This design comes from an exercise in tuning for small area, a short achievable clock period and few clock cycles per item on the open sky130 flow, not from production work. In this exercise RTL edits were held to simulation tests only and were not proved equivalent to the original. Power is estimated from default activity; no workload was simulated.

## run A
## sliding_window_median_filter_top
module sliding_window_median_filter_top (
  input  logic        clk_i,
  input  logic        rst_ni,
  input  logic        s_axis_tvalid,
  output logic        s_axis_tready,
  input  logic [15:0] s_axis_tdata,    
  output logic        m_axis_tvalid,
  input  logic        m_axis_tready,
  output logic [15:0] m_axis_tdata,    
  output logic        m_axis_tuser     
);
  localparam int W = smf_pkg::WINDOW;
  localparam smf_pkg::rank_t LO = smf_pkg::rank_t'(W / 2 - 1);
  localparam smf_pkg::rank_t HI = smf_pkg::rank_t'(W / 2);
  smf_pkg::sample_t [W-1:0]       value_q;
  smf_pkg::rank_t   [W-1:0]       rank, rank_next;
  logic             [W-1:0]       valid_q, cmp, cmp_q, gt, dn, le;
  logic             [6:0]         c_tap [W];
  logic             [6:0]         tap;
  logic             [13:0]        below;
  smf_pkg::rank_t                 r_old;
  smf_pkg::sample_t               x;
  logic [7:0]                     x_code, code_q;
  logic                           full, odd;
  logic                           accept, enter, m_free, m_take, p_free;
  logic                           a_valid_d, pend_d, p_valid_d, s_valid_d, w_free_d;
  logic                           ring_ok_d, enter_d, ready_d, enter_q, ready_q;
  logic [3:0]                     turn_d;
  logic [smf_pkg::CNT_W-1:0]      cnt_d;
  logic                           s_valid_q, s_full_q;
  logic [smf_pkg::DATA_W-1:0]     s_data_q;
  logic                           a_valid_q, pend_q, p_valid_q, m_valid_q, m_full_q;
  logic                           flip_q;     
  logic [3:0]                     turn_q;     
  logic [smf_pkg::CNT_W-1:0]      cnt_q;      
  smf_pkg::sample_t               x_q;
  logic                           gt_xq, gt_xq_q;
  logic                           p_odd_q, p_full_q;
  smf_pkg::sample_t               sel_lo, sel_hi, p_lo_q, p_hi_q;
  logic [smf_pkg::DATA_W-1:0]     median, m_data_q;
  assign x     = s_axis_tdata;
  assign full  = cnt_q[smf_pkg::CNT_W-1];
  assign odd   = cnt_q[0];
  assign r_old = rank[W-1];
  assign m_free        = !s_valid_q;
  assign m_take        = !m_valid_q || m_axis_tready;
  ...
Size in the first run: roughly 2900 cells after synthesis, roughly 460 flip-flops, roughly 39 I/O pins, roughly 0.027 mm2 of cells after synthesis.
==> flow/config.mk <==
export PLATFORM = sky130hd
export DESIGN_NAME = sliding_window_median_filter_top
export DESIGN_NICKNAME = sliding_window_median_filter_top
export VERILOG_FILES = /design/flow/design.v
export SDC_FILE = /design/flow/constraint.sdc
export NUM_CORES = 4
export LEC_CHECK = 0
export CAP_MARGIN = 20
export CORE_MARGIN = 2
export CORE_UTILIZATION = 58
export SETUP_SLACK_MARGIN = 3.0
export SLEW_MARGIN = 20
export SYNTH_HIERARCHICAL = 1
==> flow/constraint.sdc <==
create_clock -name core_clock -period 5.5 [get_ports {clk_i}]
set_input_delay 1.1000 -clock core_clock [delete_from_list [all_inputs] [get_ports {clk_i}]]
set_output_delay 1.1000 -clock core_clock [all_outputs]
set_load 0.01 [all_outputs]
run.sh (not shown) runs the stock make flow with config.mk's settings and CLKGATE_MAP_FILE= SYNTH_SCRIPT=/design/flow/synth_recipe.tcl, a recipe that flattens the netlist after the stock synthesis.
Testbench counts of run A, summed over its fixed seeds: cycles 16,032, items 16,000.
What run B does differently from run A at the input level:
Settings: CORE_UTILIZATION changed from 58 to 65; SETUP_SLACK_MARGIN changed from 3.0 to 3.2.
==> comparison <==
- met5 as the top layer used by detailed routing was reported by run B, and met4 by run A.
- Diff run A -> run B | pin count of the biggest net entering global routing | increase of 4.8%
- Run B vs run A, master of the slowest instance on the critical path: nor3_1 vs a21o_1
- Compared run B vs run A, and hold slack is up in run B.
- Routed wire length on met2, run B and run A: lower on run B
- Run B finished every step from synthesis to the final layout, and the layout passed the timing, design-rule and antenna checks.
- Taking run A as the reference point, the clock power of run B rises by about 3%.
Here is what was changed in the inputs of run C compared with run B.
Settings: swapping 3.2 for 3.0 in SETUP_SLACK_MARGIN.
### Flow results
Going from run B to run C, met3 wire length down about 23%; power of the clock network down about 5%; number of buffers outside the clock class in the layout down 39%; first-pass iteration count of the detailed router down 11.
Re setup slack after layout: run C is 0.23 ns up on run B.
The run showing the smaller total number of vias is run C.
Run B vs run C, capturing instance or port of the critical path: code_q[2] vs code_q[1]
Compared to run B, run C leaves more free space in the core.
Total routing usage reported by global routing came out lower on run C than on run B.
Wire length delta (run C − run B): favourable
Post-route standard cell area excluding fillers (lower): run C
Taking run B as the reference point, the power of run C falls by 3.1 mW.

Another version of the RTL of sliding_window_median_filter_top (not shown whole).
Size: ~39 I/O pins, about 28000 sq um of cells after synthesis.
==> flow/config.mk <==
export PLATFORM = sky130hd
export DESIGN_NAME = sliding_window_median_filter_top
export DESIGN_NICKNAME = sliding_window_median_filter_top
export VERILOG_FILES = /design/flow/design.v
export SDC_FILE = /design/flow/constraint.sdc
export NUM_CORES = 4
export LEC_CHECK = 0
export CAP_MARGIN = 20
export CORE_MARGIN = 2
export CORE_UTILIZATION = 65
export SETUP_SLACK_MARGIN = 3.2
export SLEW_MARGIN = 20
export SYNTH_HIERARCHICAL = 1
==> flow/constraint.sdc <==
create_clock -name core_clock -period 5.5 [get_ports {clk_i}]
set_input_delay 1.1000 -clock core_clock [delete_from_list [all_inputs] [get_ports {clk_i}]]
set_output_delay 1.1000 -clock core_clock [all_outputs]
set_load 0.01 [all_outputs]
Testbench counts at the start, summed over its fixed seeds: cycles 16,032, items 16,000.
Rerun with:
--- a/flow/config.mk
+++ b/flow/config.mk
@@ -9,5 +9,5 @@
 export CORE_MARGIN = 2
 export CORE_UTILIZATION = 65
-export SETUP_SLACK_MARGIN = 3.2
+export SETUP_SLACK_MARGIN = 3.0
 export SLEW_MARGIN = 20
 export SYNTH_HIERARCHICAL = 1
The changed run finished clean; utilization shrinks by 6.9 points; worst setup slack gains 0.18 ns; area after synthesis does not change; routed wire length shrinks by 9.5%.

==> port drivers added, routing unchanged <==
How much do the figures lean on ideal ports? The routed layouts below were timed once more, with nothing changed but the port constraints. Step 1 sets driving cells, clkbuf_16 on the clock port and buf_2 on the other inputs (assumed; they add their load-dependent delay and slew). Step 2 times the ports against the registers' clock, not the clock port: input delays grow and output delays shrink by t, the midpoint of the rising clock arrivals with the driver on. a / b / c = ideal / step 1 / step 2; a / b = the first two.
run	t, ns	slack for setup (ns)	clock arrival spread, ns	slew at the worst register clock pin (ns)
run A	0.695	2.664 / 2.664 / 2.363	0.027 / 0.027	0.07 / 0.07
run B	0.682	2.562 / 2.562 / 2.470	0.045 / 0.044	0.07 / 0.07
run C	0.669	2.795 / 2.795 / 2.329	0.036 / 0.035	0.07 / 0.07
the first run of note 2	0.688	2.719 / 2.719 / 2.535	0.043 / 0.043	0.07 / 0.07
the second run of note 2	0.669	2.904 / 2.904 / 2.319	0.019 / 0.019	0.07 / 0.07
After both steps setup and hold are still met in every run listed. For the second run of note 2, which loses most, drivers alone change the setup slack by 0.000 ns; drivers and shift together by -0.585 ns.
